Source: an optimization exercise on an open RTL-to-GDS flow (aim: small area and a short achievable clock period). Production flows keep margins and buffers that such runs may drop.
No functional check of the RTL was part of this run.

File: flow/flow/run.sh
#!/bin/bash
# Standard ORFS layout (the standard.sh) with these changes to how it is made:
#  - synthesis skips the generic "abc -fast" pass inside yosys synth (SYNTH_ARGS=-noabc), so the
#    full adders written in the RTL reach extract_fa as written; the registers (names, count
#    and cell types) are the same as the standard synthesis gives;
#  - port buffers are buf_2 cells instead of the resizer's default pick (a delay cell);
#  - repair_timing aims for more setup slack than the 10 ns clock needs, so the layout is
#    pushed towards the shortest period it can reach. Constraints and period are unchanged.
set -euo pipefail
bash standard.sh \
  SYNTH_ARGS=-noabc \
  'BUFFER_PORTS_ARGS=-buffer_cell sky130_fd_sc_hd__buf_2' \
  SETUP_SLACK_MARGIN=7 \
  finish > orfs_make.log 2>&1
File: flow/standard.sh
#!/bin/bash
# synth_recipe.tcl (not shown) runs the flow's synth.tcl, then flattens the netlist and writes it again
# the make line also repeats each setting of config.mk as NAME=value (left out here)
make -C /OpenROAD-flow-scripts/flow DESIGN_CONFIG=/design/flow/config.mk WORK_HOME=/design/flow/orfs CLKGATE_MAP_FILE= SYNTH_SCRIPT=/design/flow/synth_recipe.tcl "${@:-finish}"
File: flow/config.mk
export PLATFORM = sky130hd
export DESIGN_NAME = out_layer_top
export DESIGN_NICKNAME = out_layer_top
export VERILOG_FILES = /design/flow/design.v
export SDC_FILE = /design/flow/constraint.sdc
export NUM_CORES = 4
export LEC_CHECK = 0
export CAP_MARGIN = 20
export CORE_MARGIN = 2
export CORE_UTILIZATION = 75
export CTS_CLUSTER_DIAMETER = 80
export CTS_CLUSTER_SIZE = 30
export PLACE_DENSITY = 0.85
export SLEW_MARGIN = 20
export TNS_END_PERCENT = 0
File: flow/constraint.sdc
create_clock -name core_clock -period 10.0 [get_ports {clk}]
set_input_delay 2.0000 -clock core_clock [delete_from_list [all_inputs] [get_ports {clk}]]
set_output_delay 2.0000 -clock core_clock [all_outputs]
set_load 0.01 [all_outputs]
File: flow/design.v
package out_layer_pkg;
	localparam int FIX_WIDTH = 16;                         
	localparam int INT_BITS  = 5;                          
	localparam int FRAC_BITS = FIX_WIDTH - INT_BITS - 1;   
	localparam int DIFF_WIDTH = FIX_WIDTH + 1;   
	localparam int PROD_WIDTH = 2 * FIX_WIDTH;   
	typedef logic signed [FIX_WIDTH-1:0] fix_t;
	typedef logic signed [DIFF_WIDTH-1:0] diff_t;
	typedef logic signed [PROD_WIDTH-1:0] prod_t;
	localparam fix_t FIX_ONE = fix_t'(2 ** FRAC_BITS);
	localparam fix_t FIX_MAX = {1'b0, {(FIX_WIDTH-1){1'b1}}};   
	localparam fix_t FIX_MIN = {1'b1, {(FIX_WIDTH-1){1'b0}}};   
	localparam int NEURONS      = 16;  
	localparam int LANES        = 4;   
	localparam int LAYERS       = 3;   
	localparam int EXTRA_CLOCKS = 2;   
	localparam int CPC = NEURONS / LANES + EXTRA_CLOCKS;
	localparam int DEPTH = NEURONS / LANES;
	localparam int ANS_DELAY = CPC * (LAYERS - 1);
	localparam int COST_FN = 0;
	localparam int CYC_W  = (CPC > 1) ? $clog2(CPC) : 1;
	localparam int ADDR_W = (DEPTH > 1) ? $clog2(DEPTH) : 1;
	typedef logic [CYC_W-1:0]  cycle_idx_t;   
	typedef logic [ADDR_W-1:0] dmem_addr_t;   
	typedef fix_t [LANES-1:0] fix_lanes_t;
	typedef logic [LANES-1:0] ans_lanes_t;
	typedef struct packed {
		fix_lanes_t act;    
		fix_lanes_t adot;   
	} fwd_sample_t;
	typedef struct packed {
		logic       we;     
		logic       bank;   
		dmem_addr_t addr;
		fix_lanes_t data;
	} dmem_wr_t;
	typedef struct packed {
		logic       bank;
		dmem_addr_t addr;
	} dmem_rd_t;
	localparam int LANES_W = LANES * FIX_WIDTH;           
	localparam int FWD_W   = 2 * LANES_W;                 
	localparam int WR_W    = 2 + ADDR_W + LANES_W;        
	localparam int RD_W    = 1 + ADDR_W;                  
endpackage
`timescale 1ns/1ps
module ans_delay_line (
	input  logic                            clk,
	input  logic                            ok_i,    
	input  logic [out_layer_pkg::LANES-1:0] ans_i,
	output logic [out_layer_pkg::LANES-1:0] ans_o
);
	out_layer_pkg::ans_lanes_t stage_q [out_layer_pkg::ANS_DELAY];
	always_ff @(posedge clk) begin
		stage_q[0] <= ans_i;
		for (int i = 1; i < out_layer_pkg::ANS_DELAY - 1; i++) begin
			stage_q[i] <= stage_q[i-1];
		end
		stage_q[out_layer_pkg::ANS_DELAY-1] <= ok_i ? stage_q[out_layer_pkg::ANS_DELAY-2] : '0;
	end
	assign ans_o = stage_q[out_layer_pkg::ANS_DELAY-1];
endmodule
`timescale 1ns/1ps
module cost_unit (
	input  logic        clk,
	input  logic [15:0] act_i,    
	input  logic [15:0] adot_i,   
	input  logic        y_i,      
	output logic [15:0] del_o     
);
	logic [16:0] diff;
	logic [15:0] d_n;
	logic [16:0] a_ext;
	logic [7:0]  one_n, two_n, neg_n;
	assign diff = {act_i[15], act_i} - {6'd0, y_i, 10'd0};
	assign d_n  = (diff[16] != diff[15]) ? 16'h8000 : diff[15:0];
	assign a_ext = {adot_i, 1'b0};
	for (genvar i = 0; i < 8; i++) begin : g_enc
		logic b2, b1, b0;
		assign b2 = a_ext[2*i+2];
		assign b1 = a_ext[2*i+1];
		assign b0 = a_ext[2*i];
		assign one_n[i] = b1 ^ b0;
		assign two_n[i] = (b2 & ~b1 & ~b0) | (~b2 & b1 & b0);
		assign neg_n[i] = b2 & ~(b1 & b0);
	end
	logic [15:0] d_q;
	logic [7:0]  one_q, two_q, neg_q;
	logic        sgn1_q;   
	always_ff @(posedge clk) begin
		d_q   <= d_n;
		sgn1_q <= d_n[15] ^ adot_i[15];
		one_q <= one_n;
		two_q <= two_n;
		neg_q <= neg_n;
	end
	logic fc10, fc100, fc102, fc104, fc106, fc108, fc110, fc112, fc114, fc116, fc118, fc120, fc122, fc124, fc126, fc128, fc130, fc132, fc134, fc136, fc14, fc142, fc144, fc148, fc150, fc152, fc154, fc156, fc158, fc16, fc160, fc162, fc164, fc166, fc168, fc170, fc172, fc174, fc176, fc178, fc18, fc180, fc182, fc186, fc188, fc190, fc192, fc194, fc196, fc198, fc2, fc20, fc200, fc202, fc204, fc206, fc208, fc210, fc212, fc214, fc216, fc218, fc220, fc24, fc28, fc30, fc34, fc38, fc40, fc44, fc46, fc50, fc52, fc56, fc58, fc6, fc62, fc64, fc70, fc72, fc74, fc78, fc8, fc80, fc82, fc84, fc86, fc90, fc92, fc94, fc96, fc98, fs1, fs101, fs103, fs105, fs107, fs109, fs111, fs113, fs115, fs117, fs119, fs121, fs123, fs125, fs127, fs129, fs13, fs131, fs133, fs135, fs141, fs143, fs147, fs149, fs15, fs151, fs153, fs155, fs157, fs159, fs161, fs163, fs165, fs167, fs169, fs17, fs171, fs173, fs175, fs177, fs179, fs181, fs185, fs187, fs189, fs19, fs191, fs193, fs195, fs197, fs199, fs201, fs203, fs205, fs207, fs209, fs211, fs213, fs215, fs217, fs219, fs23, fs27, fs29, fs33, fs37, fs39, fs43, fs45, fs49, fs5, fs51, fs55, fs57, fs61, fs63, fs69, fs7, fs71, fs73, fs77, fs79, fs81, fs83, fs85, fs89, fs9, fs91, fs93, fs95, fs97, fs99, hc12, hc140, hc146, hc184, hc22, hc26, hc32, hc36, hc4, hc42, hc48, hc54, hc60, hc66, hc76, hc88, hs11, hs139, hs145, hs183, hs21, hs25, hs3, hs31, hs35, hs41, hs47, hs53, hs59, hs65, hs75, hs87, oc138, oc68, os137, os67, pp0_0, pp0_1, pp0_10, pp0_11, pp0_12, pp0_13, pp0_14, pp0_15, pp0_16, pp0_2, pp0_3, pp0_4, pp0_5, pp0_6, pp0_7, pp0_8, pp0_9, pp1_0, pp1_1, pp1_10, pp1_11, pp1_12, pp1_13, pp1_14, pp1_15, pp1_16, pp1_2, pp1_3, pp1_4, pp1_5, pp1_6, pp1_7, pp1_8, pp1_9, pp2_0, pp2_1, pp2_10, pp2_11, pp2_12, pp2_13, pp2_14, pp2_15, pp2_16, pp2_2, pp2_3, pp2_4, pp2_5, pp2_6, pp2_7, pp2_8, pp2_9, pp3_0, pp3_1, pp3_10, pp3_11, pp3_12, pp3_13, pp3_14, pp3_15, pp3_16, pp3_2, pp3_3, pp3_4, pp3_5, pp3_6, pp3_7, pp3_8, pp3_9, pp4_0, pp4_1, pp4_10, pp4_11, pp4_12, pp4_13, pp4_14, pp4_15, pp4_16, pp4_2, pp4_3, pp4_4, pp4_5, pp4_6, pp4_7, pp4_8, pp4_9, pp5_0, pp5_1, pp5_10, pp5_11, pp5_12, pp5_13, pp5_14, pp5_15, pp5_16, pp5_2, pp5_3, pp5_4, pp5_5, pp5_6, pp5_7, pp5_8, pp5_9, pp6_0, pp6_1, pp6_10, pp6_11, pp6_12, pp6_13, pp6_14, pp6_15, pp6_16, pp6_2, pp6_3, pp6_4, pp6_5, pp6_6, pp6_7, pp6_8, pp6_9, pp7_0, pp7_1, pp7_10, pp7_11, pp7_12, pp7_13, pp7_14, pp7_15, pp7_16, pp7_2, pp7_3, pp7_4, pp7_5, pp7_6, pp7_7, pp7_8, pp7_9;
	assign pp0_0 = ((one_q[0] & d_q[0]) | (two_q[0] & 1'b0)) ^ neg_q[0];
	assign pp0_1 = ((one_q[0] & d_q[1]) | (two_q[0] & d_q[0])) ^ neg_q[0];
	assign pp0_2 = ((one_q[0] & d_q[2]) | (two_q[0] & d_q[1])) ^ neg_q[0];
	assign pp0_3 = ((one_q[0] & d_q[3]) | (two_q[0] & d_q[2])) ^ neg_q[0];
	assign pp0_4 = ((one_q[0] & d_q[4]) | (two_q[0] & d_q[3])) ^ neg_q[0];
	assign pp0_5 = ((one_q[0] & d_q[5]) | (two_q[0] & d_q[4])) ^ neg_q[0];
	assign pp0_6 = ((one_q[0] & d_q[6]) | (two_q[0] & d_q[5])) ^ neg_q[0];
	assign pp0_7 = ((one_q[0] & d_q[7]) | (two_q[0] & d_q[6])) ^ neg_q[0];
	assign pp0_8 = ((one_q[0] & d_q[8]) | (two_q[0] & d_q[7])) ^ neg_q[0];
	assign pp0_9 = ((one_q[0] & d_q[9]) | (two_q[0] & d_q[8])) ^ neg_q[0];
	assign pp0_10 = ((one_q[0] & d_q[10]) | (two_q[0] & d_q[9])) ^ neg_q[0];
	assign pp0_11 = ((one_q[0] & d_q[11]) | (two_q[0] & d_q[10])) ^ neg_q[0];
	assign pp0_12 = ((one_q[0] & d_q[12]) | (two_q[0] & d_q[11])) ^ neg_q[0];
	assign pp0_13 = ((one_q[0] & d_q[13]) | (two_q[0] & d_q[12])) ^ neg_q[0];
	assign pp0_14 = ((one_q[0] & d_q[14]) | (two_q[0] & d_q[13])) ^ neg_q[0];
	assign pp0_15 = ((one_q[0] & d_q[15]) | (two_q[0] & d_q[14])) ^ neg_q[0];
	assign pp0_16 = ((one_q[0] & d_q[15]) | (two_q[0] & d_q[15])) ^ neg_q[0];
	assign pp1_0 = ((one_q[1] & d_q[0]) | (two_q[1] & 1'b0)) ^ neg_q[1];
	assign pp1_1 = ((one_q[1] & d_q[1]) | (two_q[1] & d_q[0])) ^ neg_q[1];
	assign pp1_2 = ((one_q[1] & d_q[2]) | (two_q[1] & d_q[1])) ^ neg_q[1];
	assign pp1_3 = ((one_q[1] & d_q[3]) | (two_q[1] & d_q[2])) ^ neg_q[1];
	assign pp1_4 = ((one_q[1] & d_q[4]) | (two_q[1] & d_q[3])) ^ neg_q[1];
	assign pp1_5 = ((one_q[1] & d_q[5]) | (two_q[1] & d_q[4])) ^ neg_q[1];
	assign pp1_6 = ((one_q[1] & d_q[6]) | (two_q[1] & d_q[5])) ^ neg_q[1];
	assign pp1_7 = ((one_q[1] & d_q[7]) | (two_q[1] & d_q[6])) ^ neg_q[1];
	assign pp1_8 = ((one_q[1] & d_q[8]) | (two_q[1] & d_q[7])) ^ neg_q[1];
	assign pp1_9 = ((one_q[1] & d_q[9]) | (two_q[1] & d_q[8])) ^ neg_q[1];
	assign pp1_10 = ((one_q[1] & d_q[10]) | (two_q[1] & d_q[9])) ^ neg_q[1];
	assign pp1_11 = ((one_q[1] & d_q[11]) | (two_q[1] & d_q[10])) ^ neg_q[1];
	assign pp1_12 = ((one_q[1] & d_q[12]) | (two_q[1] & d_q[11])) ^ neg_q[1];
	assign pp1_13 = ((one_q[1] & d_q[13]) | (two_q[1] & d_q[12])) ^ neg_q[1];
	assign pp1_14 = ((one_q[1] & d_q[14]) | (two_q[1] & d_q[13])) ^ neg_q[1];
	assign pp1_15 = ((one_q[1] & d_q[15]) | (two_q[1] & d_q[14])) ^ neg_q[1];
	assign pp1_16 = ((one_q[1] & d_q[15]) | (two_q[1] & d_q[15])) ^ neg_q[1];
	assign pp2_0 = ((one_q[2] & d_q[0]) | (two_q[2] & 1'b0)) ^ neg_q[2];
	assign pp2_1 = ((one_q[2] & d_q[1]) | (two_q[2] & d_q[0])) ^ neg_q[2];
	assign pp2_2 = ((one_q[2] & d_q[2]) | (two_q[2] & d_q[1])) ^ neg_q[2];
	assign pp2_3 = ((one_q[2] & d_q[3]) | (two_q[2] & d_q[2])) ^ neg_q[2];
	assign pp2_4 = ((one_q[2] & d_q[4]) | (two_q[2] & d_q[3])) ^ neg_q[2];
	assign pp2_5 = ((one_q[2] & d_q[5]) | (two_q[2] & d_q[4])) ^ neg_q[2];
	assign pp2_6 = ((one_q[2] & d_q[6]) | (two_q[2] & d_q[5])) ^ neg_q[2];
	assign pp2_7 = ((one_q[2] & d_q[7]) | (two_q[2] & d_q[6])) ^ neg_q[2];
	assign pp2_8 = ((one_q[2] & d_q[8]) | (two_q[2] & d_q[7])) ^ neg_q[2];
	assign pp2_9 = ((one_q[2] & d_q[9]) | (two_q[2] & d_q[8])) ^ neg_q[2];
	assign pp2_10 = ((one_q[2] & d_q[10]) | (two_q[2] & d_q[9])) ^ neg_q[2];
	assign pp2_11 = ((one_q[2] & d_q[11]) | (two_q[2] & d_q[10])) ^ neg_q[2];
	assign pp2_12 = ((one_q[2] & d_q[12]) | (two_q[2] & d_q[11])) ^ neg_q[2];
	assign pp2_13 = ((one_q[2] & d_q[13]) | (two_q[2] & d_q[12])) ^ neg_q[2];
	assign pp2_14 = ((one_q[2] & d_q[14]) | (two_q[2] & d_q[13])) ^ neg_q[2];
	assign pp2_15 = ((one_q[2] & d_q[15]) | (two_q[2] & d_q[14])) ^ neg_q[2];
	assign pp2_16 = ((one_q[2] & d_q[15]) | (two_q[2] & d_q[15])) ^ neg_q[2];
	assign pp3_0 = ((one_q[3] & d_q[0]) | (two_q[3] & 1'b0)) ^ neg_q[3];
	assign pp3_1 = ((one_q[3] & d_q[1]) | (two_q[3] & d_q[0])) ^ neg_q[3];
	assign pp3_2 = ((one_q[3] & d_q[2]) | (two_q[3] & d_q[1])) ^ neg_q[3];
	assign pp3_3 = ((one_q[3] & d_q[3]) | (two_q[3] & d_q[2])) ^ neg_q[3];
	assign pp3_4 = ((one_q[3] & d_q[4]) | (two_q[3] & d_q[3])) ^ neg_q[3];
	assign pp3_5 = ((one_q[3] & d_q[5]) | (two_q[3] & d_q[4])) ^ neg_q[3];
	assign pp3_6 = ((one_q[3] & d_q[6]) | (two_q[3] & d_q[5])) ^ neg_q[3];
	assign pp3_7 = ((one_q[3] & d_q[7]) | (two_q[3] & d_q[6])) ^ neg_q[3];
	assign pp3_8 = ((one_q[3] & d_q[8]) | (two_q[3] & d_q[7])) ^ neg_q[3];
	assign pp3_9 = ((one_q[3] & d_q[9]) | (two_q[3] & d_q[8])) ^ neg_q[3];
	assign pp3_10 = ((one_q[3] & d_q[10]) | (two_q[3] & d_q[9])) ^ neg_q[3];
	assign pp3_11 = ((one_q[3] & d_q[11]) | (two_q[3] & d_q[10])) ^ neg_q[3];
	assign pp3_12 = ((one_q[3] & d_q[12]) | (two_q[3] & d_q[11])) ^ neg_q[3];
	assign pp3_13 = ((one_q[3] & d_q[13]) | (two_q[3] & d_q[12])) ^ neg_q[3];
	assign pp3_14 = ((one_q[3] & d_q[14]) | (two_q[3] & d_q[13])) ^ neg_q[3];
	assign pp3_15 = ((one_q[3] & d_q[15]) | (two_q[3] & d_q[14])) ^ neg_q[3];
	assign pp3_16 = ((one_q[3] & d_q[15]) | (two_q[3] & d_q[15])) ^ neg_q[3];
	assign pp4_0 = ((one_q[4] & d_q[0]) | (two_q[4] & 1'b0)) ^ neg_q[4];
	assign pp4_1 = ((one_q[4] & d_q[1]) | (two_q[4] & d_q[0])) ^ neg_q[4];
	assign pp4_2 = ((one_q[4] & d_q[2]) | (two_q[4] & d_q[1])) ^ neg_q[4];
	assign pp4_3 = ((one_q[4] & d_q[3]) | (two_q[4] & d_q[2])) ^ neg_q[4];
	assign pp4_4 = ((one_q[4] & d_q[4]) | (two_q[4] & d_q[3])) ^ neg_q[4];
	assign pp4_5 = ((one_q[4] & d_q[5]) | (two_q[4] & d_q[4])) ^ neg_q[4];
	assign pp4_6 = ((one_q[4] & d_q[6]) | (two_q[4] & d_q[5])) ^ neg_q[4];
	assign pp4_7 = ((one_q[4] & d_q[7]) | (two_q[4] & d_q[6])) ^ neg_q[4];
	assign pp4_8 = ((one_q[4] & d_q[8]) | (two_q[4] & d_q[7])) ^ neg_q[4];
	assign pp4_9 = ((one_q[4] & d_q[9]) | (two_q[4] & d_q[8])) ^ neg_q[4];
	assign pp4_10 = ((one_q[4] & d_q[10]) | (two_q[4] & d_q[9])) ^ neg_q[4];
	assign pp4_11 = ((one_q[4] & d_q[11]) | (two_q[4] & d_q[10])) ^ neg_q[4];
	assign pp4_12 = ((one_q[4] & d_q[12]) | (two_q[4] & d_q[11])) ^ neg_q[4];
	assign pp4_13 = ((one_q[4] & d_q[13]) | (two_q[4] & d_q[12])) ^ neg_q[4];
	assign pp4_14 = ((one_q[4] & d_q[14]) | (two_q[4] & d_q[13])) ^ neg_q[4];
	assign pp4_15 = ((one_q[4] & d_q[15]) | (two_q[4] & d_q[14])) ^ neg_q[4];
	assign pp4_16 = ((one_q[4] & d_q[15]) | (two_q[4] & d_q[15])) ^ neg_q[4];
	assign pp5_0 = ((one_q[5] & d_q[0]) | (two_q[5] & 1'b0)) ^ neg_q[5];
	assign pp5_1 = ((one_q[5] & d_q[1]) | (two_q[5] & d_q[0])) ^ neg_q[5];
	assign pp5_2 = ((one_q[5] & d_q[2]) | (two_q[5] & d_q[1])) ^ neg_q[5];
	assign pp5_3 = ((one_q[5] & d_q[3]) | (two_q[5] & d_q[2])) ^ neg_q[5];
	assign pp5_4 = ((one_q[5] & d_q[4]) | (two_q[5] & d_q[3])) ^ neg_q[5];
	assign pp5_5 = ((one_q[5] & d_q[5]) | (two_q[5] & d_q[4])) ^ neg_q[5];
	assign pp5_6 = ((one_q[5] & d_q[6]) | (two_q[5] & d_q[5])) ^ neg_q[5];
	assign pp5_7 = ((one_q[5] & d_q[7]) | (two_q[5] & d_q[6])) ^ neg_q[5];
	assign pp5_8 = ((one_q[5] & d_q[8]) | (two_q[5] & d_q[7])) ^ neg_q[5];
	assign pp5_9 = ((one_q[5] & d_q[9]) | (two_q[5] & d_q[8])) ^ neg_q[5];
	assign pp5_10 = ((one_q[5] & d_q[10]) | (two_q[5] & d_q[9])) ^ neg_q[5];
	assign pp5_11 = ((one_q[5] & d_q[11]) | (two_q[5] & d_q[10])) ^ neg_q[5];
	assign pp5_12 = ((one_q[5] & d_q[12]) | (two_q[5] & d_q[11])) ^ neg_q[5];
	assign pp5_13 = ((one_q[5] & d_q[13]) | (two_q[5] & d_q[12])) ^ neg_q[5];
	assign pp5_14 = ((one_q[5] & d_q[14]) | (two_q[5] & d_q[13])) ^ neg_q[5];
	assign pp5_15 = ((one_q[5] & d_q[15]) | (two_q[5] & d_q[14])) ^ neg_q[5];
	assign pp5_16 = ((one_q[5] & d_q[15]) | (two_q[5] & d_q[15])) ^ neg_q[5];
	assign pp6_0 = ((one_q[6] & d_q[0]) | (two_q[6] & 1'b0)) ^ neg_q[6];
	assign pp6_1 = ((one_q[6] & d_q[1]) | (two_q[6] & d_q[0])) ^ neg_q[6];
	assign pp6_2 = ((one_q[6] & d_q[2]) | (two_q[6] & d_q[1])) ^ neg_q[6];
	assign pp6_3 = ((one_q[6] & d_q[3]) | (two_q[6] & d_q[2])) ^ neg_q[6];
	assign pp6_4 = ((one_q[6] & d_q[4]) | (two_q[6] & d_q[3])) ^ neg_q[6];
	assign pp6_5 = ((one_q[6] & d_q[5]) | (two_q[6] & d_q[4])) ^ neg_q[6];
	assign pp6_6 = ((one_q[6] & d_q[6]) | (two_q[6] & d_q[5])) ^ neg_q[6];
	assign pp6_7 = ((one_q[6] & d_q[7]) | (two_q[6] & d_q[6])) ^ neg_q[6];
	assign pp6_8 = ((one_q[6] & d_q[8]) | (two_q[6] & d_q[7])) ^ neg_q[6];
	assign pp6_9 = ((one_q[6] & d_q[9]) | (two_q[6] & d_q[8])) ^ neg_q[6];
	assign pp6_10 = ((one_q[6] & d_q[10]) | (two_q[6] & d_q[9])) ^ neg_q[6];
	assign pp6_11 = ((one_q[6] & d_q[11]) | (two_q[6] & d_q[10])) ^ neg_q[6];
	assign pp6_12 = ((one_q[6] & d_q[12]) | (two_q[6] & d_q[11])) ^ neg_q[6];
	assign pp6_13 = ((one_q[6] & d_q[13]) | (two_q[6] & d_q[12])) ^ neg_q[6];
	assign pp6_14 = ((one_q[6] & d_q[14]) | (two_q[6] & d_q[13])) ^ neg_q[6];
	assign pp6_15 = ((one_q[6] & d_q[15]) | (two_q[6] & d_q[14])) ^ neg_q[6];
	assign pp6_16 = ((one_q[6] & d_q[15]) | (two_q[6] & d_q[15])) ^ neg_q[6];
	assign pp7_0 = ((one_q[7] & d_q[0]) | (two_q[7] & 1'b0)) ^ neg_q[7];
	assign pp7_1 = ((one_q[7] & d_q[1]) | (two_q[7] & d_q[0])) ^ neg_q[7];
	assign pp7_2 = ((one_q[7] & d_q[2]) | (two_q[7] & d_q[1])) ^ neg_q[7];
	assign pp7_3 = ((one_q[7] & d_q[3]) | (two_q[7] & d_q[2])) ^ neg_q[7];
	assign pp7_4 = ((one_q[7] & d_q[4]) | (two_q[7] & d_q[3])) ^ neg_q[7];
	assign pp7_5 = ((one_q[7] & d_q[5]) | (two_q[7] & d_q[4])) ^ neg_q[7];
	assign pp7_6 = ((one_q[7] & d_q[6]) | (two_q[7] & d_q[5])) ^ neg_q[7];
	assign pp7_7 = ((one_q[7] & d_q[7]) | (two_q[7] & d_q[6])) ^ neg_q[7];
	assign pp7_8 = ((one_q[7] & d_q[8]) | (two_q[7] & d_q[7])) ^ neg_q[7];
	assign pp7_9 = ((one_q[7] & d_q[9]) | (two_q[7] & d_q[8])) ^ neg_q[7];
	assign pp7_10 = ((one_q[7] & d_q[10]) | (two_q[7] & d_q[9])) ^ neg_q[7];
	assign pp7_11 = ((one_q[7] & d_q[11]) | (two_q[7] & d_q[10])) ^ neg_q[7];
	assign pp7_12 = ((one_q[7] & d_q[12]) | (two_q[7] & d_q[11])) ^ neg_q[7];
	assign pp7_13 = ((one_q[7] & d_q[13]) | (two_q[7] & d_q[12])) ^ neg_q[7];
	assign pp7_14 = ((one_q[7] & d_q[14]) | (two_q[7] & d_q[13])) ^ neg_q[7];
	assign pp7_15 = ((one_q[7] & d_q[15]) | (two_q[7] & d_q[14])) ^ neg_q[7];
	assign pp7_16 = ((one_q[7] & d_q[15]) | (two_q[7] & d_q[15])) ^ neg_q[7];
	assign fs1 = pp0_2 ^ pp1_0 ^ neg_q[1];
	assign fc2 = (pp0_2 & pp1_0) | (pp0_2 & neg_q[1]) | (pp1_0 & neg_q[1]);
	assign hs3 = pp0_3 ^ pp1_1;
	assign hc4 = pp0_3 & pp1_1;
	assign fs5 = pp0_4 ^ pp1_2 ^ pp2_0;
	assign fc6 = (pp0_4 & pp1_2) | (pp0_4 & pp2_0) | (pp1_2 & pp2_0);
	assign fs7 = pp0_5 ^ pp1_3 ^ pp2_1;
	assign fc8 = (pp0_5 & pp1_3) | (pp0_5 & pp2_1) | (pp1_3 & pp2_1);
	assign fs9 = pp0_6 ^ pp1_4 ^ pp2_2;
	assign fc10 = (pp0_6 & pp1_4) | (pp0_6 & pp2_2) | (pp1_4 & pp2_2);
	assign hs11 = pp3_0 ^ neg_q[3];
	assign hc12 = pp3_0 & neg_q[3];
	assign fs13 = pp0_7 ^ pp1_5 ^ pp2_3;
	assign fc14 = (pp0_7 & pp1_5) | (pp0_7 & pp2_3) | (pp1_5 & pp2_3);
	assign fs15 = pp0_8 ^ pp1_6 ^ pp2_4;
	assign fc16 = (pp0_8 & pp1_6) | (pp0_8 & pp2_4) | (pp1_6 & pp2_4);
	assign fs17 = pp3_2 ^ pp4_0 ^ neg_q[4];
	assign fc18 = (pp3_2 & pp4_0) | (pp3_2 & neg_q[4]) | (pp4_0 & neg_q[4]);
	assign fs19 = pp0_9 ^ pp1_7 ^ pp2_5;
	assign fc20 = (pp0_9 & pp1_7) | (pp0_9 & pp2_5) | (pp1_7 & pp2_5);
	assign hs21 = pp3_3 ^ pp4_1;
	assign hc22 = pp3_3 & pp4_1;
	assign fs23 = pp0_10 ^ pp1_8 ^ pp2_6;
	assign fc24 = (pp0_10 & pp1_8) | (pp0_10 & pp2_6) | (pp1_8 & pp2_6);
	assign hs25 = pp3_4 ^ pp4_2;
	assign hc26 = pp3_4 & pp4_2;
	assign fs27 = pp0_11 ^ pp1_9 ^ pp2_7;
	assign fc28 = (pp0_11 & pp1_9) | (pp0_11 & pp2_7) | (pp1_9 & pp2_7);
	assign fs29 = pp0_12 ^ pp1_10 ^ pp2_8;
	assign fc30 = (pp0_12 & pp1_10) | (pp0_12 & pp2_8) | (pp1_10 & pp2_8);
	assign hs31 = pp3_6 ^ pp4_4;
	assign hc32 = pp3_6 & pp4_4;
	assign fs33 = pp0_13 ^ pp1_11 ^ pp2_9;
	assign fc34 = (pp0_13 & pp1_11) | (pp0_13 & pp2_9) | (pp1_11 & pp2_9);
	assign hs35 = pp3_7 ^ pp4_5;
	assign hc36 = pp3_7 & pp4_5;
	assign fs37 = pp0_14 ^ pp1_12 ^ pp2_10;
	assign fc38 = (pp0_14 & pp1_12) | (pp0_14 & pp2_10) | (pp1_12 & pp2_10);
	assign fs39 = pp3_8 ^ pp4_6 ^ pp5_4;
	assign fc40 = (pp3_8 & pp4_6) | (pp3_8 & pp5_4) | (pp4_6 & pp5_4);
	assign hs41 = pp6_2 ^ pp7_0;
	assign hc42 = pp6_2 & pp7_0;
	assign fs43 = pp0_15 ^ pp1_13 ^ pp2_11;
	assign fc44 = (pp0_15 & pp1_13) | (pp0_15 & pp2_11) | (pp1_13 & pp2_11);
	assign fs45 = pp3_9 ^ pp4_7 ^ pp5_5;
	assign fc46 = (pp3_9 & pp4_7) | (pp3_9 & pp5_5) | (pp4_7 & pp5_5);
	assign hs47 = pp6_3 ^ pp7_1;
	assign hc48 = pp6_3 & pp7_1;
	assign fs49 = pp0_16 ^ pp1_14 ^ pp2_12;
	assign fc50 = (pp0_16 & pp1_14) | (pp0_16 & pp2_12) | (pp1_14 & pp2_12);
	assign fs51 = pp3_10 ^ pp4_8 ^ pp5_6;
	assign fc52 = (pp3_10 & pp4_8) | (pp3_10 & pp5_6) | (pp4_8 & pp5_6);
	assign hs53 = pp6_4 ^ pp7_2;
	assign hc54 = pp6_4 & pp7_2;
	assign fs55 = pp0_16 ^ pp1_15 ^ pp2_13;
	assign fc56 = (pp0_16 & pp1_15) | (pp0_16 & pp2_13) | (pp1_15 & pp2_13);
	assign fs57 = pp3_11 ^ pp4_9 ^ pp5_7;
	assign fc58 = (pp3_11 & pp4_9) | (pp3_11 & pp5_7) | (pp4_9 & pp5_7);
	assign hs59 = pp6_5 ^ pp7_3;
	assign hc60 = pp6_5 & pp7_3;
	assign fs61 = ~pp0_16 ^ ~pp1_16 ^ pp2_14;
	assign fc62 = (~pp0_16 & ~pp1_16) | (~pp0_16 & pp2_14) | (~pp1_16 & pp2_14);
	assign fs63 = pp3_12 ^ pp4_10 ^ pp5_8;
	assign fc64 = (pp3_12 & pp4_10) | (pp3_12 & pp5_8) | (pp4_10 & pp5_8);
	assign hs65 = pp6_6 ^ pp7_4;
	assign hc66 = pp6_6 & pp7_4;
	assign os67 = ~(pp2_15 ^ pp3_13);
	assign oc68 = pp2_15 | pp3_13;
	assign fs69 = pp4_11 ^ pp5_9 ^ pp6_7;
	assign fc70 = (pp4_11 & pp5_9) | (pp4_11 & pp6_7) | (pp5_9 & pp6_7);
	assign fs71 = ~pp2_16 ^ pp3_14 ^ pp4_12;
	assign fc72 = (~pp2_16 & pp3_14) | (~pp2_16 & pp4_12) | (pp3_14 & pp4_12);
	assign fs73 = fs5 ^ neg_q[2] ^ hc4;
	assign fc74 = (fs5 & neg_q[2]) | (fs5 & hc4) | (neg_q[2] & hc4);
	assign hs75 = fs7 ^ fc6;
	assign hc76 = fs7 & fc6;
	assign fs77 = fs9 ^ hs11 ^ fc8;
	assign fc78 = (fs9 & hs11) | (fs9 & fc8) | (hs11 & fc8);
	assign fs79 = fs13 ^ pp3_1 ^ fc10;
	assign fc80 = (fs13 & pp3_1) | (fs13 & fc10) | (pp3_1 & fc10);
	assign fs81 = fs15 ^ fs17 ^ fc14;
	assign fc82 = (fs15 & fs17) | (fs15 & fc14) | (fs17 & fc14);
	assign fs83 = fs19 ^ hs21 ^ fc16;
	assign fc84 = (fs19 & hs21) | (fs19 & fc16) | (hs21 & fc16);
	assign fs85 = fs23 ^ hs25 ^ pp5_0;
	assign fc86 = (fs23 & hs25) | (fs23 & pp5_0) | (hs25 & pp5_0);
	assign hs87 = neg_q[5] ^ fc20;
	assign hc88 = neg_q[5] & fc20;
	assign fs89 = fs27 ^ pp3_5 ^ pp4_3;
	assign fc90 = (fs27 & pp3_5) | (fs27 & pp4_3) | (pp3_5 & pp4_3);
	assign fs91 = pp5_1 ^ fc24 ^ hc26;
	assign fc92 = (pp5_1 & fc24) | (pp5_1 & hc26) | (fc24 & hc26);
	assign fs93 = fs29 ^ hs31 ^ pp5_2;
	assign fc94 = (fs29 & hs31) | (fs29 & pp5_2) | (hs31 & pp5_2);
	assign fs95 = pp6_0 ^ neg_q[6] ^ fc28;
	assign fc96 = (pp6_0 & neg_q[6]) | (pp6_0 & fc28) | (neg_q[6] & fc28);
	assign fs97 = fs33 ^ hs35 ^ pp5_3;
	assign fc98 = (fs33 & hs35) | (fs33 & pp5_3) | (hs35 & pp5_3);
	assign fs99 = pp6_1 ^ fc30 ^ hc32;
	assign fc100 = (pp6_1 & fc30) | (pp6_1 & hc32) | (fc30 & hc32);
	assign fs101 = fs37 ^ fs39 ^ hs41;
	assign fc102 = (fs37 & fs39) | (fs37 & hs41) | (fs39 & hs41);
	assign fs103 = neg_q[7] ^ fc34 ^ hc36;
	assign fc104 = (neg_q[7] & fc34) | (neg_q[7] & hc36) | (fc34 & hc36);
	assign fs105 = fs43 ^ fs45 ^ hs47;
	assign fc106 = (fs43 & fs45) | (fs43 & hs47) | (fs45 & hs47);
	assign fs107 = fc38 ^ fc40 ^ hc42;
	assign fc108 = (fc38 & fc40) | (fc38 & hc42) | (fc40 & hc42);
	assign fs109 = fs49 ^ fs51 ^ hs53;
	assign fc110 = (fs49 & fs51) | (fs49 & hs53) | (fs51 & hs53);
	assign fs111 = fc44 ^ fc46 ^ hc48;
	assign fc112 = (fc44 & fc46) | (fc44 & hc48) | (fc46 & hc48);
	assign fs113 = fs55 ^ fs57 ^ hs59;
	assign fc114 = (fs55 & fs57) | (fs55 & hs59) | (fs57 & hs59);
	assign fs115 = fc50 ^ fc52 ^ hc54;
	assign fc116 = (fc50 & fc52) | (fc50 & hc54) | (fc52 & hc54);
	assign fs117 = fs61 ^ fs63 ^ hs65;
	assign fc118 = (fs61 & fs63) | (fs61 & hs65) | (fs63 & hs65);
	assign fs119 = fc56 ^ fc58 ^ hc60;
	assign fc120 = (fc56 & fc58) | (fc56 & hc60) | (fc58 & hc60);
	assign fs121 = os67 ^ fs69 ^ pp7_5;
	assign fc122 = (os67 & fs69) | (os67 & pp7_5) | (fs69 & pp7_5);
	assign fs123 = fc62 ^ fc64 ^ hc66;
	assign fc124 = (fc62 & fc64) | (fc62 & hc66) | (fc64 & hc66);
	assign fs125 = fs71 ^ pp5_10 ^ pp6_8;
	assign fc126 = (fs71 & pp5_10) | (fs71 & pp6_8) | (pp5_10 & pp6_8);
	assign fs127 = pp7_6 ^ oc68 ^ fc70;
	assign fc128 = (pp7_6 & oc68) | (pp7_6 & fc70) | (oc68 & fc70);
	assign fs129 = ~pp3_15 ^ pp4_13 ^ pp5_11;
	assign fc130 = (~pp3_15 & pp4_13) | (~pp3_15 & pp5_11) | (pp4_13 & pp5_11);
	assign fs131 = pp6_9 ^ pp7_7 ^ fc72;
	assign fc132 = (pp6_9 & pp7_7) | (pp6_9 & fc72) | (pp7_7 & fc72);
	assign fs133 = ~pp3_16 ^ pp4_14 ^ pp5_12;
	assign fc134 = (~pp3_16 & pp4_14) | (~pp3_16 & pp5_12) | (pp4_14 & pp5_12);
	assign fs135 = pp6_10 ^ pp7_8 ^ pp3_15;
	assign fc136 = (pp6_10 & pp7_8) | (pp6_10 & pp3_15) | (pp7_8 & pp3_15);
	assign os137 = ~(pp4_15 ^ pp5_13);
	assign oc138 = pp4_15 | pp5_13;
	assign hs139 = pp6_11 ^ pp7_9;
	assign hc140 = pp6_11 & pp7_9;
	assign fs141 = ~pp4_16 ^ pp5_14 ^ pp6_12;
	assign fc142 = (~pp4_16 & pp5_14) | (~pp4_16 & pp6_12) | (pp5_14 & pp6_12);
	assign fs143 = fs79 ^ hc12 ^ fc78;
	assign fc144 = (fs79 & hc12) | (fs79 & fc78) | (hc12 & fc78);
	assign hs145 = fs81 ^ fc80;
	assign hc146 = fs81 & fc80;
	assign fs147 = fs83 ^ fc18 ^ fc82;
	assign fc148 = (fs83 & fc18) | (fs83 & fc82) | (fc18 & fc82);
	assign fs149 = fs85 ^ hs87 ^ hc22;
	assign fc150 = (fs85 & hs87) | (fs85 & hc22) | (hs87 & hc22);
	assign fs151 = fs89 ^ fs91 ^ fc86;
	assign fc152 = (fs89 & fs91) | (fs89 & fc86) | (fs91 & fc86);
	assign fs153 = fs93 ^ fs95 ^ fc90;
	assign fc154 = (fs93 & fs95) | (fs93 & fc90) | (fs95 & fc90);
	assign fs155 = fs97 ^ fs99 ^ fc94;
	assign fc156 = (fs97 & fs99) | (fs97 & fc94) | (fs99 & fc94);
	assign fs157 = fs101 ^ fs103 ^ fc98;
	assign fc158 = (fs101 & fs103) | (fs101 & fc98) | (fs103 & fc98);
	assign fs159 = fs105 ^ fs107 ^ fc102;
	assign fc160 = (fs105 & fs107) | (fs105 & fc102) | (fs107 & fc102);
	assign fs161 = fs109 ^ fs111 ^ fc106;
	assign fc162 = (fs109 & fs111) | (fs109 & fc106) | (fs111 & fc106);
	assign fs163 = fs113 ^ fs115 ^ fc110;
	assign fc164 = (fs113 & fs115) | (fs113 & fc110) | (fs115 & fc110);
	assign fs165 = fs117 ^ fs119 ^ fc114;
	assign fc166 = (fs117 & fs119) | (fs117 & fc114) | (fs119 & fc114);
	assign fs167 = fs121 ^ fs123 ^ fc118;
	assign fc168 = (fs121 & fs123) | (fs121 & fc118) | (fs123 & fc118);
	assign fs169 = fs125 ^ fs127 ^ fc122;
	assign fc170 = (fs125 & fs127) | (fs125 & fc122) | (fs127 & fc122);
	assign fs171 = fs129 ^ fs131 ^ fc126;
	assign fc172 = (fs129 & fs131) | (fs129 & fc126) | (fs131 & fc126);
	assign fs173 = fs133 ^ fs135 ^ fc130;
	assign fc174 = (fs133 & fs135) | (fs133 & fc130) | (fs135 & fc130);
	assign fs175 = os137 ^ hs139 ^ fc134;
	assign fc176 = (os137 & hs139) | (os137 & fc134) | (hs139 & fc134);
	assign fs177 = fs141 ^ pp7_10 ^ oc138;
	assign fc178 = (fs141 & pp7_10) | (fs141 & oc138) | (pp7_10 & oc138);
	assign fs179 = ~pp5_15 ^ pp6_13 ^ pp7_11;
	assign fc180 = (~pp5_15 & pp6_13) | (~pp5_15 & pp7_11) | (pp6_13 & pp7_11);
	assign fs181 = ~pp5_16 ^ pp6_14 ^ pp7_12;
	assign fc182 = (~pp5_16 & pp6_14) | (~pp5_16 & pp7_12) | (pp6_14 & pp7_12);
	assign hs183 = fs149 ^ fc84;
	assign hc184 = fs149 & fc84;
	assign fs185 = fs151 ^ hc88 ^ fc150;
	assign fc186 = (fs151 & hc88) | (fs151 & fc150) | (hc88 & fc150);
	assign fs187 = fs153 ^ fc92 ^ fc152;
	assign fc188 = (fs153 & fc92) | (fs153 & fc152) | (fc92 & fc152);
	assign fs189 = fs155 ^ fc96 ^ fc154;
	assign fc190 = (fs155 & fc96) | (fs155 & fc154) | (fc96 & fc154);
	assign fs191 = fs157 ^ fc100 ^ fc156;
	assign fc192 = (fs157 & fc100) | (fs157 & fc156) | (fc100 & fc156);
	assign fs193 = fs159 ^ fc104 ^ fc158;
	assign fc194 = (fs159 & fc104) | (fs159 & fc158) | (fc104 & fc158);
	assign fs195 = fs161 ^ fc108 ^ fc160;
	assign fc196 = (fs161 & fc108) | (fs161 & fc160) | (fc108 & fc160);
	assign fs197 = fs163 ^ fc112 ^ fc162;
	assign fc198 = (fs163 & fc112) | (fs163 & fc162) | (fc112 & fc162);
	assign fs199 = fs165 ^ fc116 ^ fc164;
	assign fc200 = (fs165 & fc116) | (fs165 & fc164) | (fc116 & fc164);
	assign fs201 = fs167 ^ fc120 ^ fc166;
	assign fc202 = (fs167 & fc120) | (fs167 & fc166) | (fc120 & fc166);
	assign fs203 = fs169 ^ fc124 ^ fc168;
	assign fc204 = (fs169 & fc124) | (fs169 & fc168) | (fc124 & fc168);
	assign fs205 = fs171 ^ fc128 ^ fc170;
	assign fc206 = (fs171 & fc128) | (fs171 & fc170) | (fc128 & fc170);
	assign fs207 = fs173 ^ fc132 ^ fc172;
	assign fc208 = (fs173 & fc132) | (fs173 & fc172) | (fc132 & fc172);
	assign fs209 = fs175 ^ fc136 ^ fc174;
	assign fc210 = (fs175 & fc136) | (fs175 & fc174) | (fc136 & fc174);
	assign fs211 = fs177 ^ hc140 ^ fc176;
	assign fc212 = (fs177 & hc140) | (fs177 & fc176) | (hc140 & fc176);
	assign fs213 = fs179 ^ fc142 ^ fc178;
	assign fc214 = (fs179 & fc142) | (fs179 & fc178) | (fc142 & fc178);
	assign fs215 = fs181 ^ pp5_15 ^ fc180;
	assign fc216 = (fs181 & pp5_15) | (fs181 & fc180) | (pp5_15 & fc180);
	assign fs217 = ~pp6_15 ^ pp7_13 ^ fc182;
	assign fc218 = (~pp6_15 & pp7_13) | (~pp6_15 & fc182) | (pp7_13 & fc182);
	assign fs219 = ~pp6_16 ^ pp7_14 ^ pp6_15;
	assign fc220 = (~pp6_16 & pp7_14) | (~pp6_16 & pp6_15) | (pp7_14 & pp6_15);
	logic [31:0] row_a, row_b;
	assign row_a = {1'b1, ~pp7_16, ~pp7_15, fs219, fs217, fs215, fs213, fs211, fs209, fs207, fs205, fs203, fs201, fs199, fs197, fs195, fs193, fs191, fs189, fs187, fs185, hs183, fs147, hs145, fs143, fs77, hs75, fs73, hs3, fs1, pp0_1, pp0_0};
	assign row_b = {1'b0, pp7_15, fc220, fc218, fc216, fc214, fc212, fc210, fc208, fc206, fc204, fc202, fc200, fc198, fc196, fc194, fc192, fc190, fc188, fc186, hc184, fc148, hc146, fc144, 1'b0, hc76, fc74, 1'b0, fc2, 1'b0, 1'b0, neg_q[0]};
	logic [10:0] lo_sum;
	assign lo_sum = {1'b0, row_a[9:0]} + {1'b0, row_b[9:0]};
	logic [14:0] hi_a_q, hi_b_q;
	logic        cin_q;
	always_ff @(posedge clk) begin
		hi_a_q <= row_a[24:10];
		hi_b_q <= row_b[24:10];
		cin_q  <= lo_sum[10];
	end
	logic [5:0] tt_p, tt_g, tt_k;
	assign tt_p = row_a[31:26] ^ row_b[31:26];
	assign tt_g = row_a[31:26] & row_b[31:26];
	assign tt_k = row_a[31:26] | row_b[31:26];
	logic tt_z, tt_m1, tt_m2;
	assign tt_z  = ~tt_p[0] & (tt_p[5:1] == tt_k[4:0]);
	assign tt_m1 = &tt_p;
	assign tt_m2 = ~tt_p[0] & (tt_p[5:1] == ~tt_g[4:0]);
	logic [0:0] xt_q, gt_q;   
	logic z_q, m1_q, m2_q, sgn2_q;
	always_ff @(posedge clk) begin
		z_q    <= tt_z;
		m1_q   <= tt_m1;
		m2_q   <= tt_m2;
		sgn2_q <= sgn1_q;
		xt_q   <= row_a[25:25] ^ row_b[25:25];
		gt_q   <= row_a[25:25] & row_b[25:25];
	end
	logic [14:0] g, p;
	assign g = hi_a_q & hi_b_q;
	assign p = hi_a_q ^ hi_b_q;
	logic [15:0] c;
	logic sg0_1, sp0_1;
	assign sg0_1 = g[1] | (p[1] & g[0]);
	assign sp0_1 = p[1] & p[0];
	logic sg0_3, sp0_3;
	assign sg0_3 = g[3] | (p[3] & g[2]);
	assign sp0_3 = p[3] & p[2];
	logic sg0_5, sp0_5;
	assign sg0_5 = g[5] | (p[5] & g[4]);
	assign sp0_5 = p[5] & p[4];
	logic sg0_7, sp0_7;
	assign sg0_7 = g[7] | (p[7] & g[6]);
	assign sp0_7 = p[7] & p[6];
	logic sg0_9, sp0_9;
	assign sg0_9 = g[9] | (p[9] & g[8]);
	assign sp0_9 = p[9] & p[8];
	logic sg0_11, sp0_11;
	assign sg0_11 = g[11] | (p[11] & g[10]);
	assign sp0_11 = p[11] & p[10];
	logic sg0_13, sp0_13;
	assign sg0_13 = g[13] | (p[13] & g[12]);
	assign sp0_13 = p[13] & p[12];
	logic sg1_2, sp1_2;
	assign sg1_2 = g[2] | (p[2] & sg0_1);
	assign sp1_2 = p[2] & sp0_1;
	logic sg1_3, sp1_3;
	assign sg1_3 = sg0_3 | (sp0_3 & sg0_1);
	assign sp1_3 = sp0_3 & sp0_1;
	logic sg1_6, sp1_6;
	assign sg1_6 = g[6] | (p[6] & sg0_5);
	assign sp1_6 = p[6] & sp0_5;
	logic sg1_7, sp1_7;
	assign sg1_7 = sg0_7 | (sp0_7 & sg0_5);
	assign sp1_7 = sp0_7 & sp0_5;
	logic sg1_10, sp1_10;
	assign sg1_10 = g[10] | (p[10] & sg0_9);
	assign sp1_10 = p[10] & sp0_9;
	logic sg1_11, sp1_11;
	assign sg1_11 = sg0_11 | (sp0_11 & sg0_9);
	assign sp1_11 = sp0_11 & sp0_9;
	logic sg1_14, sp1_14;
	assign sg1_14 = g[14] | (p[14] & sg0_13);
	assign sp1_14 = p[14] & sp0_13;
	logic sg2_4, sp2_4;
	assign sg2_4 = g[4] | (p[4] & sg1_3);
	assign sp2_4 = p[4] & sp1_3;
	logic sg2_5, sp2_5;
	assign sg2_5 = sg0_5 | (sp0_5 & sg1_3);
	assign sp2_5 = sp0_5 & sp1_3;
	logic sg2_6, sp2_6;
	assign sg2_6 = sg1_6 | (sp1_6 & sg1_3);
	assign sp2_6 = sp1_6 & sp1_3;
	logic sg2_7, sp2_7;
	assign sg2_7 = sg1_7 | (sp1_7 & sg1_3);
	assign sp2_7 = sp1_7 & sp1_3;
	logic sg2_12, sp2_12;
	assign sg2_12 = g[12] | (p[12] & sg1_11);
	assign sp2_12 = p[12] & sp1_11;
	logic sg2_13, sp2_13;
	assign sg2_13 = sg0_13 | (sp0_13 & sg1_11);
	assign sp2_13 = sp0_13 & sp1_11;
	logic sg2_14, sp2_14;
	assign sg2_14 = sg1_14 | (sp1_14 & sg1_11);
	assign sp2_14 = sp1_14 & sp1_11;
	logic sg3_8, sp3_8;
	assign sg3_8 = g[8] | (p[8] & sg2_7);
	assign sp3_8 = p[8] & sp2_7;
	logic sg3_9, sp3_9;
	assign sg3_9 = sg0_9 | (sp0_9 & sg2_7);
	assign sp3_9 = sp0_9 & sp2_7;
	logic sg3_10, sp3_10;
	assign sg3_10 = sg1_10 | (sp1_10 & sg2_7);
	assign sp3_10 = sp1_10 & sp2_7;
	logic sg3_11, sp3_11;
	assign sg3_11 = sg1_11 | (sp1_11 & sg2_7);
	assign sp3_11 = sp1_11 & sp2_7;
	logic sg3_12, sp3_12;
	assign sg3_12 = sg2_12 | (sp2_12 & sg2_7);
	assign sp3_12 = sp2_12 & sp2_7;
	logic sg3_13, sp3_13;
	assign sg3_13 = sg2_13 | (sp2_13 & sg2_7);
	assign sp3_13 = sp2_13 & sp2_7;
	logic sg3_14, sp3_14;
	assign sg3_14 = sg2_14 | (sp2_14 & sg2_7);
	assign sp3_14 = sp2_14 & sp2_7;
	assign c[0] = cin_q;
	assign c[1] = g[0] | (p[0] & cin_q);
	assign c[2] = sg0_1 | (sp0_1 & cin_q);
	assign c[3] = sg1_2 | (sp1_2 & cin_q);
	assign c[4] = sg1_3 | (sp1_3 & cin_q);
	assign c[5] = sg2_4 | (sp2_4 & cin_q);
	assign c[6] = sg2_5 | (sp2_5 & cin_q);
	assign c[7] = sg2_6 | (sp2_6 & cin_q);
	assign c[8] = sg2_7 | (sp2_7 & cin_q);
	assign c[9] = sg3_8 | (sp3_8 & cin_q);
	assign c[10] = sg3_9 | (sp3_9 & cin_q);
	assign c[11] = sg3_10 | (sp3_10 & cin_q);
	assign c[12] = sg3_11 | (sp3_11 & cin_q);
	assign c[13] = sg3_12 | (sp3_12 & cin_q);
	assign c[14] = sg3_13 | (sp3_13 & cin_q);
	assign c[15] = sg3_14 | (sp3_14 & cin_q);
	logic [1:0] ct;    
	assign ct[0] = c[15];
	assign ct[1] = gt_q[0] | (xt_q[0] & ct[0]);
	logic eqt, vt;   
	assign eqt = ct[1] ? (m1_q | m2_q) : (z_q | m1_q);
	assign vt  = ct[1] ? m2_q : m1_q;
	logic ovf;
	assign ovf = ~(eqt & ((xt_q ^ ct[0:0]) == {1{vt}}));
	logic [15:0] q;
	assign q = {xt_q[0] ^ ct[0], p[14:0] ^ c[14:0]};
	always_ff @(posedge clk) begin
		del_o <= ovf ? {sgn2_q, {15{~sgn2_q}}} : q;
	end
endmodule
`timescale 1ns/1ps
module delta_bank_ctrl (
	input  logic                      clk,
	input  logic                      rst_n_i,
	input  out_layer_pkg::cycle_idx_t cycle_index_i,
	output logic                      blk_ok_o,   
	output logic                      ans_ok_o    
);
	logic blk1_q;   
	logic blk2_q;   
	logic last;     
	assign last = (cycle_index_i == out_layer_pkg::cycle_idx_t'(out_layer_pkg::CPC - 1));
	always_ff @(posedge clk) begin
		if (!rst_n_i) begin
			blk1_q <= 1'b0;
			blk2_q <= 1'b0;
		end else begin
			blk1_q <= blk1_q | last;
			blk2_q <= blk2_q | (blk1_q & last);
		end
	end
	assign blk_ok_o = blk1_q;
	assign ans_ok_o = rst_n_i & (blk2_q | (blk1_q & last));
endmodule
`timescale 1ns/1ps
module delta_mem_bank (
	input  logic                              clk,
	input  logic                              ok_i,    
	input  logic [out_layer_pkg::LANES_W-1:0] del_i,   
	output logic [out_layer_pkg::LANES_W-1:0] del_o    
);
	out_layer_pkg::fix_lanes_t stage_q [3];
	out_layer_pkg::fix_lanes_t out_q;
	always_ff @(posedge clk) begin
		stage_q[0] <= del_i;
		stage_q[1] <= stage_q[0];
		stage_q[2] <= stage_q[1];
		out_q      <= ok_i ? stage_q[2] : '0;
	end
	assign del_o = out_q;
endmodule
`timescale 1ns/1ps
module out_layer_top (
	input  logic                                  clk,
	input  logic                                  rst_n_i,
	input  logic [out_layer_pkg::CYC_W-1:0]       cycle_index_i,   
	input  logic                                  cycle_clk_i,     
	input  logic [2*out_layer_pkg::LANES*out_layer_pkg::FIX_WIDTH-1:0] fwd_i,  
	input  logic [out_layer_pkg::LANES-1:0]       ans_i,           
	output logic [out_layer_pkg::LANES*out_layer_pkg::FIX_WIDTH-1:0] del_o,  
	output logic [out_layer_pkg::LANES-1:0]       ans_o            
);
	localparam int FW = out_layer_pkg::FIX_WIDTH;
	localparam int LW = out_layer_pkg::LANES_W;
	logic                              blk_ok;     
	logic                              ans_ok;     
	logic [out_layer_pkg::LANES-1:0]   ans_dly;    
	logic [LW-1:0]                     del_calc;   
	delta_bank_ctrl i_delta_bank_ctrl (
		.clk           (clk),
		.rst_n_i       (rst_n_i),
		.cycle_index_i (cycle_index_i),
		.blk_ok_o      (blk_ok),
		.ans_ok_o      (ans_ok)
	);
	ans_delay_line i_ans_delay_line (
		.clk     (clk),
		.ok_i    (ans_ok),
		.ans_i   (ans_i),
		.ans_o   (ans_dly)
	);
	assign ans_o = ans_dly;
	for (genvar l = 0; l < out_layer_pkg::LANES; l++) begin : g_lane
		cost_unit i_cost_unit (
			.clk    (clk),
			.act_i  (fwd_i[LW + l*FW +: FW]),
			.adot_i (fwd_i[l*FW +: FW]),
			.y_i    (ans_dly[l]),
			.del_o  (del_calc[l*FW +: FW])
		);
	end
	delta_mem_bank i_delta_mem_bank (
		.clk     (clk),
		.ok_i    (blk_ok),
		.del_i   (del_calc),
		.del_o   (del_o)
	);
endmodule
==> flow_metrics.env <==
export IMPL_synthTopCellsByArea="dfxtp_1 (35%), fa_1 (19%), xnor2_1 (10%)"
export IMPL_worst_hold_path_depth=0
export IMPL_timing_worst_slew_pin_value_ns=1.084
export IMPL_yosysTopAreaCellShare_pct=34.96
export IMPL_routed_vias=26320
export IMPL_flop_pwr_share_pct=35.2
export IMPL_power_total_mw=11.84
export IMPL_clock_tree_buffer_depth=3
export IMPL_gpl_final_weighted_congestion=0.9307
export IMPL_synth_most_common_cell="dfxtp_1"
export IMPL_layout_nets=4292
export IMPL_via_count_of_the_first_global_routing_pass=27330
export IMPL_setup_skew_after_layout_ns=0.02263
export IMPL_p_clk_share_pct=12.5
export IMPL_period_share_pct=35.46
export IMPL_cp_required_ns=10.52
export IMPL_regToRegStartpoint="g_lane[1].i_cost_unit.hi_b_q[9]$_DFF_P_"
export IMPL_data_arrival_at_the_endpoint_of_the_critical_path_ns=4.07
export IMPL_final_max_slew_viol_count=0
export IMPL_cellPowerDensity_nw_per_um2=285.8
export IMPL_hold_ws_ns=0.3159
export IMPL_synth_yosys_warnings=6
export IMPL_core_rowCount=83
export IMPL_synthCells=3564
export IMPL_power_ir_vdd_worst_mv=0.1843
export IMPL_grt_max_degree=67
export IMPL_cp_max_fo=7
export IMPL_total_leakage_power_nw=17.18
export IMPL_timing_max_slew_rel_slack_pct=27.64
export IMPL_post_route_cells_drive_above_1_share_pct=11.82
export IMPL_fin_ws_ns=6.454
export IMPL_drt_iter0_drc=2753
export IMPL_power_switching_share_pct=39.00
export IMPL_yosysSeqAreaShare_pct=34.96
export IMPL_ys_seq_elements=682
export IMPL_grt_busiest_layer="met2"
export IMPL_reg_to_reg_setup_timing_slack_ns=6.45
export IMPL_multiInputGateArea_um2=24000
export IMPL_synth_top_cells_by_count="dfxtp_1 (682), a22oi_1 (483), xnor2_1 (466), fa_1 (372), clkbuf_1 (278)"
export IMPL_drv_cap=0
export IMPL_synth_flop_cell="dfxtp_1"
export IMPL_crit_path_start_kind="register"
export IMPL_place_detailed_hpwl_mm=59.70
export IMPL_routed_wirelength_mm=85.09
export IMPL_min_path_type="reg -> reg"
export IMPL_routedWlPerCell_um=20.17
export IMPL_ctsRootBufferMaster="clkbuf_16"
export IMPL_whs_endpoint="i_delta_mem_bank.stage_q[2][16]$_DFF_P_"
export IMPL_netlist_area_pre_place_um2=39050
export IMPL_post_synth_edffs=0
export IMPL_max_freq_mhz=282.0
export IMPL_grt_antenna_before_repair=1
export IMPL_gr_usage_met3_pct=4.838
export IMPL_p_sw_mw=4.618
export IMPL_grt_setup_unrepaired="true"
export IMPL_grt_use_met1_pct=39.90
export IMPL_num_fill_cells=3128
export IMPL_r2r_cells=13
export IMPL_postRouteAntennaNets=0
export IMPL_grt_usage_pct=31.42
export IMPL_globalRouteOverflowTotal=0
export IMPL_die_width_um=232.2
export IMPL_drt_pre_antenna_iters=6
export IMPL_timing_worst_setup_path_type="reg -> reg"
export IMPL_clk_pin_slew_ns=0.10
export IMPL_setup_total_negative_slack_ns=0
export IMPL_post_drt_via_cell_ratio=6.239
export IMPL_timing_final_crit_period_ns=3.546
export IMPL_remaining_drc_errors=0
export IMPL_placeableCoreArea_um2=51410
export IMPL_outcome="finished clean"
export IMPL_finalHoldViolCount=0
export IMPL_p_int_mw=7.223
export IMPL_insertion_delay_of_the_later_clocked_pin_in_the_worst_skew_pair_ns=0.63
export IMPL_finalSetupViolations=0
export IMPL_die_y_um=232.2
export IMPL_pre_cts_slack_ns=5.959
export IMPL_hold_buffers=0
export IMPL_initial_utilization_pct=75.97
export IMPL_yosys_cell_types_count=60
export IMPL_min_from="i_delta_mem_bank.stage_q[1][16]$_DFF_P_"
export IMPL_die_footprint_um2=53910
export IMPL_sequential_cell_area_um2=13760
export IMPL_io_buffer_count=204
export IMPL_synthDominantAreaCellType="dfxtp_1"
export IMPL_worst_reg2reg_endpoint="g_lane[1].i_cost_unit.del_o[12]$_DFF_P_"
export IMPL_p_comb_share_pct=52.3
export IMPL_post_synth_cell_area_avg_um2=10.96
export IMPL_ctsHtreeMaxLevel=1
export IMPL_cts_buffers=29
export IMPL_grt_pass1_wl_mm=137.1
export IMPL_synth_fp_nets=4330
export IMPL_postSynth_asyncResetShare_pct=0
export IMPL_critPathCaptureType="register"
export IMPL_cts_tree="built"
export IMPL_grtUsageMet2_pct=53.92
export IMPL_io_pins=206
export IMPL_clock_sink_count=682
export IMPL_syn2layout_area_growth_pct=6.091
[metal layers]
metal  vias up  wire length (µm)
met1     12970             33300
li1      11860                 -
met2      1281             42390
met4         0              2895
met5         -                 0
met3       212              6501
[metrics by stage]
step	area [µm²]	util [%]	cells
5_1_grt	41430	80.59	4218
4_1_cts	41160	80.07	4208
3_5_place_dp	39890	77.60	4148
6_report	41430	80.59	4218
2_1_floorplan	39190	-	3564
3_3_place_gp	39890	77.60	4148
[cell usage in the layout, fill, tap and decap left out, types with 26 or more instances in the layout]
master / count
xnor2_1: 466
a21oi_1: 41
nor2_1: 63
nand2b_1: 42
buf_2: 205
dfxtp_2: 73
xor2_1: 137
and2_1: 115
a22oi_1: 482
dfxtp_1: 606
inv_1: 159
buf_4: 26
o21ai_0: 110
ha_1: 248
nand2_1: 87
nor2b_1: 33
fa_1: 372
clkbuf_16: 29
[worst max-delay path, cell delays in order, from the launching register on]
cell       delay [ns]
dfxtp_1          0.32
ha_1             0.37
a21o_1           0.22
a21oi_2          0.21
a2bb2oi_2        0.26
o41ai_4          0.14
o41a_1           0.36
a21o_1           0.20
ha_1             0.22
or3_4            0.39
o221ai_4         0.31
buf_6            0.19
nor2_1           0.05
a31o_2           0.20
[power by group through the flow]
stage / registers, mW / logic [mW] / clock network (mW)
after floorplan: 3.89 / 4.60 / 0
after global placement: 4.16 / 5.42 / 0
after detailed placement: 4.20 / 5.81 / 0
after CTS: 4.15 / 6.04 / 1.50
after global routing: 4.26 / 7.01 / 1.60
final: 4.17 / 6.19 / 1.48
[logic make-up (layout without fill, tap and decap cells)]
group / Yosys count / in the layout / synth area share (%)
xor gates and xnor gates: 603 / 603 / 13.52
DFF: 682 / 682 / 34.96
muxes: 2 / 2 / 0.05127
buffers and inverters: 466 / 437 / 4.524
and+or+nand+nor: 428 / 430 / 5.918
other: 0 / 1 / 0
AOI/OAI and AO/OA: 755 / 755 / 13.75
adders and majority gates: 628 / 628 / 27.27
[sequential cells by signal (all words and copies together) (netlist names)]
register / count
g_lane.i_cost_unit.m2_q: 4
g_lane.i_cost_unit.gt_q: 4
g_lane.i_cost_unit.hi_a_q: 60
g_lane.i_cost_unit.neg_q: 32
g_lane.i_cost_unit.m1_q: 4
g_lane.i_cost_unit.z_q: 4
g_lane.i_cost_unit.sgn2_q: 4
g_lane.i_cost_unit.two_q: 32
g_lane.i_cost_unit.cin_q: 4
i_delta_bank_ctrl.blk2_q: 1
i_delta_mem_bank.stage_q: 192
i_ans_delay_line.stage_q: 48
g_lane.i_cost_unit.d_q: 64
g_lane.i_cost_unit.xt_q: 4
g_lane.i_cost_unit.del_o: 64
g_lane.i_cost_unit.sgn1_q: 4
i_delta_bank_ctrl.blk1_q: 1
i_delta_mem_bank.out_q: 64
g_lane.i_cost_unit.hi_b_q: 60
g_lane.i_cost_unit.one_q: 32
[layout make-up]
cell class,instances,share of cell area (%)
Inverter,161,1.471
Sequential cell,682,33.20
Tap cell,680,2.054
Antenna cell,1,0.006040
Clock buffer,29,1.752
Multi-Input combinational cell,2418,57.93
Clock inverter,13,0.5557
Timing Repair Buffer,234,3.029
[timing repair]
| item | 4_1_cts | 5_1_grt |
|---|---|---|
| pin swaps | 24 | 20 |
| gates cloned | 2 | 2 |
| resized for setup | 69 | 67 |
| buffers inserted | 16 | 7 |
| endpoints found under the setup margin | 270 | 302 |
[worst max path at each step]
stage | start | endpoint | cells past startpoint
after floorplan | g_lane[3].i_cost_unit.hi_a_q[0]$_DFF_P_ | g_lane[3].i_cost_unit.del_o[10]$_DFF_P_ | 15
after global placement | g_lane[2].i_cost_unit.hi_b_q[1]$_DFF_P_ | g_lane[2].i_cost_unit.del_o[14]$_DFF_P_ | 16
after detailed placement | g_lane[1].i_cost_unit.hi_b_q[0]$_DFF_P_ | g_lane[1].i_cost_unit.del_o[11]$_DFF_P_ | 14
after CTS | g_lane[2].i_cost_unit.hi_a_q[0]$_DFF_P_ | g_lane[2].i_cost_unit.del_o[14]$_DFF_P_ | 16
after global routing | g_lane[1].i_cost_unit.hi_b_q[9]$_DFF_P_ | g_lane[1].i_cost_unit.del_o[12]$_DFF_P_ | 13
final | g_lane[1].i_cost_unit.hi_b_q[9]$_DFF_P_ | g_lane[1].i_cost_unit.del_o[12]$_DFF_P_ | 13

afterwards: timing with drivers on the ports:
Ports are ideal in the flow. The routed layout listed here was re-timed in OpenROAD.
Step 1 assumes that a clkbuf_16 drives the clock port and a buf_2 every other input.
Step 2 adds t to the input delays and takes it off the output delays; t is the mean of the earliest and latest rising clock arrival at the registers after step 1. Input paths then give back, and output paths get back, about the clock's delay inside the block.
Slacks: no drivers / after step 1 / after step 2; pairs: no drivers / after step 1.
t, ns: 0.676
slack for setup (ns): 6.454 / 6.454 / 6.294
worst data-port slew with drivers (ns): 0.08
After both steps this run still meets setup and hold. For this run, drivers alone change the setup slack by 0.000 ns; drivers and shift together by -0.160 ns.
